What follows belongs to an exercise in optimizing a design on an open flow for small area and a short achievable clock period; a production flow would make more cautious choices. RTL that was checked went through simulation tests only; none was proved equivalent to the original. Power figures rest on the tool's default switching activity, not on a simulated workload. The flow treats the clock pin as an ideal source, which a real chip does not have.

## main
## mic_pdm_core
module mic_pdm_core #(
  parameter int CLK_DIV = 4,
  parameter int DECIM   = 128,
  parameter int FIFO_AW = 9
) (
  input  logic        clk,
  input  logic        reset,
  input  logic        cs,
  input  logic        read,
  input  logic        write,
  input  logic [4:0]  addr,
  input  logic [31:0] wr_data,
  output logic [31:0] rd_data,
  output logic        mic_clk,
  input  logic        mic_data,
  output logic        mic_lrsel
);
make LEC_CHECK=0 CAP_MARGIN=20 CORE_MARGIN=2 CORE_UTILIZATION=50 SETUP_SLACK_MARGIN=3.6 SLEW_MARGIN=20 finish   # period 7.5 ns
run.sh (not shown) runs the stock make flow with config.mk's settings and CLKGATE_MAP_FILE= SYNTH_SCRIPT=/design/flow/synth_recipe.tcl, a recipe that flattens the netlist after the stock synthesis.
#### Input delta (the feature branch over main)
Settings: setting ABC_CLOCK_PERIOD_IN_PS to 4000 for the first time; changing SETUP_SLACK_MARGIN from 3.6 to 3.0; changing CORE_UTILIZATION from 50 to 40.
## What came out
From main to the feature branch the numbers moved as follows: post-synthesis area per instance held, minimum setup slack after placement went up 0.0090 ns. Lower data arrival time of the worst path goes to main over the feature branch. The feature branch: first-pass GRT wire length lower than main. On parity-gate share of the synthesized area counting xor and xnor cells, the feature branch and main are basically level. Length in cells of the worst reg-to-reg path for the feature branch: 1 up relative to main. The feature branch vs. main: length of routed wiring on met1 went down by about 2%. main ended up with met1 as its highest-utilization routing layer at the global route stage; the feature branch ended up with met2. [compare] base=main new=the feature branch: setup slack moved down, power density normalized to cell area moved down, combinational cell fraction of total power moved down.

========
Setup of lane 1:
mic_pdm_core, a different RTL version from the one above (not shown whole).
Size in the first run: ~5200 cells after synthesis, about 3900 flip-flops, ~77 I/O pins.
// mic_pdm_core
module mic_pdm_core #(
  parameter int CLK_DIV = 4,
  parameter int DECIM   = 128,
  parameter int FIFO_AW = 9
) (
  input  logic        clk,
  input  logic        reset,
  input  logic        cs,
  input  logic        read,
  input  logic        write,
  input  logic [4:0]  addr,
  input  logic [31:0] wr_data,
  output logic [31:0] rd_data,
  output logic        mic_clk,
  input  logic        mic_data,
  output logic        mic_lrsel
);
clock: 7.5 ns
lec_check: 0
cap_margin: 20
core_margin: 2
core_utilization: 70
setup_slack_margin: 4.1
slew_margin: 20
synth_hierarchical: 1
synth_minimum_keep_size: 0
standard.sh (not shown) runs the stock make flow with config.mk's settings and CLKGATE_MAP_FILE= SYNTH_SCRIPT=/design/flow/synth_recipe.tcl, a recipe that flattens the netlist after the stock synthesis.
==> flow/flow/run.sh <==
#!/bin/bash
# Standard ORFS layout; only the clock tree synthesis arguments differ:
# larger sink clusters and no dummy loads.
set -euo pipefail
export CTS_ARGS="-sink_clustering_enable -repair_clock_nets -dont_use_dummy_load -sink_clustering_size 30 -sink_clustering_max_diameter 60"
bash standard.sh > standard.log 2>&1
Input changes introduced in lane 2 (baseline for comparison: lane 1):
- CORE_UTILIZATION changed from 70 to 55
### Flow results
On footprint of the flip-flops and latches, lane 1 and lane 2 are neck and neck.
Sequential power: lane 1 vs lane 2, no meaningful difference
When lane 2 is set beside lane 1, its number of cells in the design after placement turns out to be 7.5% larger.
Core utilization: lane 2 lower than lane 1
Taking lane 1 as the reference point, the shortest period the worst path allows of lane 2 rises by 0.18 ns.
In the tables for lane 1 and lane 2, clock-buffer cell count reads lower with lane 1.
Number of standard cells in the layout, taps in and fillers out (lower): lane 1
Looking at number of resized instances in the post-cts repair step across lane 1 and lane 2, the one that comes out higher is lane 2.
Lower highest attainable clock frequency among lane 1 and lane 2: lane 2

========
Another version of the RTL of mic_pdm_core (not shown whole).
For scale: about 5200 cells after synthesis, about 3900 flip-flops, about 77 I/O pins.
clock: 7.5 ns
lec_check: 0
cap_margin: 20
core_margin: 2
core_utilization: 70
place_density: 0.85
setup_slack_margin: 4.1
slew_margin: 20
synth_hierarchical: 1
synth_minimum_keep_size: 0
Scripts as last shown in full above: flow/flow/run.sh
Rerun with:
==> flow/flow/run.sh (replaced) <==
#!/bin/bash
# Standard ORFS layout with two changes:
#  - clock tree synthesis: larger sink clusters and no dummy loads;
#  - pin placement: the address pins and the read data pins are kept in one
#    group, so the combinational address-to-read-data paths stay short.
set -euo pipefail
export CTS_ARGS="-sink_clustering_enable -repair_clock_nets -dont_use_dummy_load -sink_clustering_size 30 -sink_clustering_max_diameter 60"
grp="addr[0] addr[1] cs write"
for i in $(seq 0 17); do grp="$grp rd_data[$i]"; done
export PLACE_PINS_ARGS="-group_pins {$grp}"
bash standard.sh > standard.log 2>&1
- ABC_AREA: unset -> 1
- PLACE_DENSITY: 0.85 -> unset
The new run finished with timing, DRC and antenna clean.
Cell area decreases by 0.55%.
Via count went down by 6.3%.
Non-clock buffer count came out lower by 49.
Utilization fell by 0.32 points.
Clock skew shrinks by 0.022 ns.
Power went down by 3.6%.
Worst hold slack gets better by 0.019 ns.
Setup slack improved by 0.11 ns.
Synthesized cell count climbs by 10%.
Rerun with:
==> flow/flow/run.sh (replaced) <==
#!/bin/bash
# Standard ORFS layout; only the clock tree synthesis arguments differ:
# larger sink clusters and no dummy loads.
set -euo pipefail
export CTS_ARGS="-sink_clustering_enable -repair_clock_nets -dont_use_dummy_load -sink_clustering_size 30 -sink_clustering_max_diameter 60"
bash standard.sh > standard.log 2>&1
- ABC_AREA: 1 -> unset
- SETUP_SLACK_MARGIN: 4.1 -> 4.4
Effect: Global-route usage is higher by 3.2 points; final cell count shrinks by 6.8%; cell area rose by about 0.8%; fmax drops by 6.1%.
Rerun with:
- CORE_UTILIZATION: 70 -> 82
- SETUP_SLACK_MARGIN: 4.4 -> 4.1
Effect: Now the flow aborted during clock tree synthesis. Synthesized cell count stays the same. Area after synthesis stays the same.

========
== MS ==
mic_pdm_core, a different RTL version from the one above (not shown whole).
For scale: about 5800 cells after synthesis, about 77 I/O pins, ~89000 µm² of cells after synthesis.
==> flow/config.mk <==
export PLATFORM = sky130hd
export DESIGN_NAME = mic_pdm_core
export DESIGN_NICKNAME = mic_pdm_core
export VERILOG_FILES = /design/flow/design.v
export SDC_FILE = /design/flow/constraint.sdc
export NUM_CORES = 4
export LEC_CHECK = 0
export ABC_AREA = 1
export CAP_MARGIN = 20
export CORE_MARGIN = 2
export CORE_UTILIZATION = 70
export SETUP_SLACK_MARGIN = 4.1
export SLEW_MARGIN = 20
export SYNTH_HIERARCHICAL = 1
export SYNTH_MINIMUM_KEEP_SIZE = 0
==> flow/constraint.sdc <==
create_clock -name core_clock -period 7.5 [get_ports {clk}]
set_input_delay 1.5000 -clock core_clock [delete_from_list [all_inputs] [get_ports {clk}]]
set_output_delay 1.5000 -clock core_clock [all_outputs]
set_load 0.01 [all_outputs]
==> flow/flow/run.sh <==
#!/bin/bash
# Standard ORFS layout with two changes:
#  - clock tree synthesis: larger sink clusters and no dummy loads;
#  - pin placement: the address pins and the read data pins are kept in one
#    group, so the combinational address-to-read-data paths stay short.
set -euo pipefail
export CTS_ARGS="-sink_clustering_enable -repair_clock_nets -dont_use_dummy_load -sink_clustering_size 30 -sink_clustering_max_diameter 60"
grp="addr[0] addr[1] cs write"
for i in $(seq 0 17); do grp="$grp rd_data[$i]"; done
export PLACE_PINS_ARGS="-group_pins {$grp}"
bash standard.sh > standard.log 2>&1
MS completed every stage of the flow, and the final layout passed the timing, DRC and antenna checks.
The following lists how AL was set up differently from MS:
==> flow/flow/run.sh <==
#!/bin/bash
# Standard ORFS layout; only the clock tree synthesis arguments differ:
# larger sink clusters and no dummy loads.
set -euo pipefail
export CTS_ARGS="-sink_clustering_enable -repair_clock_nets -dont_use_dummy_load -sink_clustering_size 30 -sink_clustering_max_diameter 60"
bash standard.sh > standard.log 2>&1
[summary]
- The clock-cell share of area on AL is in line with that on MS.
- MS ended up with rd_data[1] as its end point of the critical path; AL ended up with rd_data[3].
- Status: power share of the clock group parity (MS, AL)
- Between AL and MS, the half-perimeter wire length after placement does not differ in any meaningful way.
- Summary of AL over MS: critical path depth rose 1, number of instances in the placed design about even, cell count about even, worst-case setup slack after placement rose 0.38 ns.
- Between AL and MS, the difference in number of nets in the layout is negligible.

========
== the previous run ==
Another version of the RTL of mic_pdm_core (not shown whole).
Size: about 94000 µm² of cells after synthesis.
==> flow/design.v (excerpt) <==
module mic_pdm_core #(
  parameter int CLK_DIV = 4,
  parameter int DECIM   = 128,
  parameter int FIFO_AW = 9
) (
  input  logic        clk,
  input  logic        reset,
  input  logic        cs,
  input  logic        read,
  input  logic        write,
  input  logic [4:0]  addr,
  input  logic [31:0] wr_data,
  output logic [31:0] rd_data,
  output logic        mic_clk,
  input  logic        mic_data,
  output logic        mic_lrsel
);
  localparam int W     = $clog2(DECIM + 1);
  localparam int BW    = $clog2(DECIM);
  localparam int DW    = $clog2(CLK_DIV);
  localparam int DEPTH = 2 ** FIFO_AW;
  localparam int CW    = FIFO_AW + 1;
  localparam int NTAP  = 32;
  localparam int TAPSP = DEPTH / NTAP;
  localparam int QAW   = 4;
  localparam int QD    = 2 ** QAW;
  localparam logic [DW-1:0] DIV_LAST = DW'(CLK_DIV - 1);
  localparam logic [BW-1:0] BIT_LAST = BW'(DECIM - 1);
  logic          en;
  logic          clk_q;
  logic [DW-1:0] div;
  logic          sync1;
  logic          sync2;
  logic [BW-1:0] bit_cnt;
  logic [W-1:0]  ones_cnt;
  logic               ovf;
  logic [CW-1:0]      count;
  logic               empty_q;
  logic               full_q;
  logic [FIFO_AW-1:0] tidx;      
  logic [FIFO_AW-1:0] fpos;      
  logic [QAW:0]       qcnt;      
  logic [QAW-1:0]     qwp, qrp;
  logic [W-1:0]       qmem [QD];
  logic [FIFO_AW-1:0] ph;        
  logic [W-1:0]       tail_q;    
  logic [W-1:0]       h0_q;      
  logic [W-1:0]       h1_q;      
  logic [W-1:0]       ring [DEPTH];
  logic         sel_w;
  logic         pop_req;
  logic         ctl_wr;
  logic         clr_fifo;
  logic         clr_ovf;
  logic         wrap;
  logic         capture;
  logic         push;
  ...
==> flow/config.mk <==
export PLATFORM = sky130hd
export DESIGN_NAME = mic_pdm_core
export DESIGN_NICKNAME = mic_pdm_core
export VERILOG_FILES = /design/flow/design.v
export SDC_FILE = /design/flow/constraint.sdc
export NUM_CORES = 4
export LEC_CHECK = 0
export CAP_MARGIN = 20
export CORE_MARGIN = 2
export CORE_UTILIZATION = 55
export CTS_BUF_LIST = sky130_fd_sc_hd__clkbuf_8 sky130_fd_sc_hd__clkbuf_4
export CTS_CLUSTER_SIZE = 30
export SETUP_SLACK_MARGIN = 3.9
export SLEW_MARGIN = 20
==> flow/constraint.sdc <==
create_clock -name core_clock -period 7.5 [get_ports {clk}]
set_input_delay 1.5000 -clock core_clock [delete_from_list [all_inputs] [get_ports {clk}]]
set_output_delay 1.5000 -clock core_clock [all_outputs]
set_load 0.01 [all_outputs]
run.sh (not shown) runs the stock make flow with config.mk's settings and CLKGATE_MAP_FILE= SYNTH_SCRIPT=/design/flow/synth_recipe.tcl, a recipe that flattens the netlist after the stock synthesis.
Stock flow here: none of the scripts above is used.
The previous run was carried through to the last stage, and its layout satisfied the timing, DRC and antenna checks.
Inputs modified between the previous run and the current run:
# the previous run
export LEC_CHECK = 0
export CAP_MARGIN = 20
export CORE_MARGIN = 2
export CORE_UTILIZATION = 55
export CTS_BUF_LIST = sky130_fd_sc_hd__clkbuf_8 sky130_fd_sc_hd__clkbuf_4
export CTS_CLUSTER_SIZE = 30
export SETUP_SLACK_MARGIN = 3.9
export SLEW_MARGIN = 20
create_clock -name core_clock -period 7.5 [get_ports {clk}]
# the current run
export LEC_CHECK = 0
export CAP_MARGIN = 20
export CORE_MARGIN = 2
export CORE_UTILIZATION = 55
export SETUP_SLACK_MARGIN = 3.9
export SLEW_MARGIN = 20
create_clock -name core_clock -period 7.5 [get_ports {clk}]
## What came out
Diff the previous run -> the current run: fraction of the cycle the final worst path needs stayed essentially flat, power now larger.
Comparing the current run with the previous run, the maximum operating frequency came out essentially unchanged.
Compared with the previous run, in the current run clock-buffer cell count now smaller, fraction of area in non-clock buffers comparable, portion of the layout cell area used by clock cells comparable.
| non-clock buffer count | lower: the current run |
Summary: cell-internal power, the current run worse than the previous run
Changes observed in the current run relative to the previous run: fraction of power consumed by the clock network went up by 1.1 points, reported net switching power closely matched the old numbers.
Function was not checked in any run of this note: the RTL went through the layout flow alone.

========
run A:
mic_pdm_core, a different RTL version from the one above (not shown whole).
Size: ~4300 flip-flops, ~77 I/O pins.
Settings: LEC_CHECK=0, CAP_MARGIN=20, CORE_MARGIN=2, CORE_UTILIZATION=55, SETUP_SLACK_MARGIN=4.1, SLEW_MARGIN=20; clock period 7.5 ns.
Relative to run A, the following input files were edited for run B:
==> flow/flow/run.sh (new file) <==
#!/bin/bash
# Standard ORFS layout; only the clock tree synthesis arguments differ:
# larger sink clusters and no dummy loads.
set -euo pipefail
export CTS_ARGS="-sink_clustering_enable -repair_clock_nets -dont_use_dummy_load -sink_clustering_size 32 -sink_clustering_max_diameter 100"
bash standard.sh > standard.log 2>&1
==> flow/standard.sh (new file) <==
#!/bin/bash
# synth_recipe.tcl (not shown) runs the flow's synth.tcl, then flattens the netlist and writes it again
# the make line also repeats each setting of config.mk as NAME=value (left out here)
make -C /OpenROAD-flow-scripts/flow DESIGN_CONFIG=/design/flow/config.mk WORK_HOME=/design/flow/orfs CLKGATE_MAP_FILE= SYNTH_SCRIPT=/design/flow/synth_recipe.tcl "${@:-finish}"
removed: flow/run.sh
--- outcome ---
In the tables for run B and run A, number of buffers inserted by post-CTS setup repair reads higher with run B. Compared to run A, run B has share of the core filled with cells in the final layout 5.2 points lower. Compared with run A, run B ends up with less cell area. Run B reports a lower initial antenna violation count than run A does. Run comparison: run A worst setup path endpoint rd_data[17]; run B worst setup path endpoint rd_data[1]. ~same non-clock buffering overhead in the final layout in run B and run A. [run B] synthesis-to-finish area growth fell 9.4 points relative to run A. Between run B and run A, the difference in worst hold margin is negligible.
What run C does differently from run B at the input level:
==> flow/flow/run.sh <==
#!/bin/bash
# Standard ORFS layout; only the clock tree synthesis arguments differ:
# larger sink clusters and no dummy loads.
set -euo pipefail
export CTS_ARGS="-sink_clustering_enable -repair_clock_nets -dont_use_dummy_load -sink_clustering_size 30 -sink_clustering_max_diameter 60"
bash standard.sh > standard.log 2>&1
[summary]
- Via count for run C: 182 up relative to run B
- Between run B and run C, share of final-layout standard cells stronger than drive strength 1 is lower for run B, run C comes in above that.
- Fraction of met1 tracks used by global routing delta (run C -> run B): insignificant
- Against run B, final design area excluding fillers in run C rose slightly.
- Against run B, run C reports a wire length that is higher.
- Changes observed in run C relative to run B: first-pass GRT wire length now sits higher; power dissipated in the clock network moved up; proportion of total power due to net switching neither gained nor lost much; buffer share of cell area ~0 delta.

========
mic_pdm_core with an RTL version that a note above also has.
Size in the first run: ~0.089 mm^2 of cells after synthesis.
export LEC_CHECK = 0
export ABC_AREA = 1
export CAP_MARGIN = 20
export CORE_MARGIN = 2
export CORE_UTILIZATION = 70
export SETUP_SLACK_MARGIN = 4.1
export SLEW_MARGIN = 20
export SYNTH_HIERARCHICAL = 1
export SYNTH_MINIMUM_KEEP_SIZE = 0
create_clock -name core_clock -period 7.5 [get_ports {clk}]
standard.sh (not shown) runs the stock make flow with config.mk's settings and CLKGATE_MAP_FILE= SYNTH_SCRIPT=/design/flow/synth_recipe.tcl, a recipe that flattens the netlist after the stock synthesis.
==> flow/flow/run.sh <==
#!/bin/bash
# Standard ORFS layout with two changes:
#  - clock tree synthesis: larger sink clusters and no dummy loads;
#  - pin placement: the address pins and the read data pins are kept in one
#    group, so the combinational address-to-read-data paths stay short.
set -euo pipefail
export CTS_ARGS="-sink_clustering_enable -repair_clock_nets -dont_use_dummy_load -sink_clustering_size 18 -sink_clustering_max_diameter 50 -buf_list {sky130_fd_sc_hd__clkbuf_8 sky130_fd_sc_hd__clkbuf_16}"
grp="addr[0] addr[1] cs write"
for i in $(seq 0 17); do grp="$grp rd_data[$i]"; done
export PLACE_PINS_ARGS="-group_pins {$grp}"
bash standard.sh > standard.log 2>&1
Change:
==> flow/flow/run.sh (replaced) <==
#!/bin/bash
# Standard ORFS layout; only the clock tree synthesis arguments differ:
# larger sink clusters and no dummy loads.
set -euo pipefail
export CTS_ARGS="-sink_clustering_enable -repair_clock_nets -dont_use_dummy_load -sink_clustering_size 30 -sink_clustering_max_diameter 60"
bash standard.sh > standard.log 2>&1
Result:
- The new run went through all stages and came out clean
- maximum frequency hardly moves
- sequential share of layout area increases by 2.4 points
- total power decreases by a little under a tenth
- routed wire length decreases by a few percent
- worst hold slack degrades by 14 ps
Change:
- ABC_AREA: 1 -> default
The new run completed with no timing, DRC or antenna violations.
Non-clock buffer count goes up by 30.
Worst setup slack got worse by 77 ps.
Maximum frequency shrinks by 2.2%.
Hold slack degrades by 13 ps.
Global-route usage rises by 2.4 points.
Critical path depth decreases by 1.
Sequential power is about the same.
Count of clock-buffer cells in the layout goes down by 1.
Power grows by about 2%.

separate check: timing with driven ports:
No port has a modelled driver above. Below, the same layouts with a new extraction and two added sets of constraints. Step 1 sets driving cells, clkbuf_16 on the clock port and buf_2 on the other inputs (assumed; they add their load-dependent delay and slew). Step 2 also shifts input and output timing later by t, the mid clock arrival at the registers, as if the neighbouring blocks saw the same clock. a / b / c = no drivers / after step 1 / after step 2; a / b = the first two.
run | t, ns | slack for setup (ns) | hold slack, ns | worst setup path after step 2 | worst data-port slew with drivers (ns)
main | 1.012 | 3.668 / 3.634 / 2.986 | 0.246 / 0.246 / 0.246 | input to register | 0.04
the feature branch | 1.016 | 3.200 / 3.200 / 2.985 | 0.256 / 0.256 / 0.256 | input to register | 0.04
lane 1 | 0.843 | 3.982 / 3.776 / 3.213 | 0.268 / 0.268 / 0.268 | input to register | 0.26
lane 2 | 0.857 | 3.805 / 3.758 / 3.159 | 0.281 / 0.281 / 0.281 | input to register | 0.06
the first run of note 3 | 0.867 | 3.933 / 3.713 / 3.046 | 0.266 / 0.266 / 0.266 | input to register | 0.29
the second run of note 3 | 0.835 | 4.044 / 3.859 / 3.359 | 0.285 / 0.285 / 0.285 | input to register | 0.21
the third run of note 3 | 0.849 | 3.821 / 3.768 / 3.229 | 0.278 / 0.278 / 0.278 | input to register | 0.07
MS | 0.847 | 4.020 / 3.821 / 3.482 | 0.256 / 0.256 / 0.256 | input to register | 0.23
AL | 0.852 | 3.912 / 3.821 / 3.399 | 0.247 / 0.247 / 0.247 | input to register | 0.16
the previous run | 1.083 | 3.653 / 3.653 / 3.045 | 0.267 / 0.267 / 0.267 | input to register | 0.13
the current run | 0.978 | 3.651 / 3.651 / 2.984 | 0.283 / 0.283 / 0.283 | input to register | 0.14
run A | 0.984 | 3.841 / 3.778 / 3.200 | 0.254 / 0.254 / 0.254 | input to register | 0.07
run B | 0.855 | 3.832 / 3.712 / 3.306 | 0.256 / 0.256 / 0.256 | input to register | 0.15
run C | 0.867 | 3.831 / 3.754 / 3.177 | 0.236 / 0.236 / 0.236 | input to register | 0.07
the first run of note 7 | 0.935 | 4.044 / 3.840 / 3.336 | 0.286 / 0.286 / 0.286 | input to register | 0.21
the second run of note 7 | 0.835 | 4.049 / 3.831 / 3.502 | 0.272 / 0.272 / 0.272 | input to register | 0.23
the third run of note 7 | 0.853 | 3.972 / 3.737 / 3.200 | 0.259 / 0.259 / 0.259 | input to register | 0.24
After both steps every run listed still meets setup and hold. For the first run of note 3, which loses most, drivers alone change the setup slack by -0.220 ns; drivers and shift together by -0.887 ns.
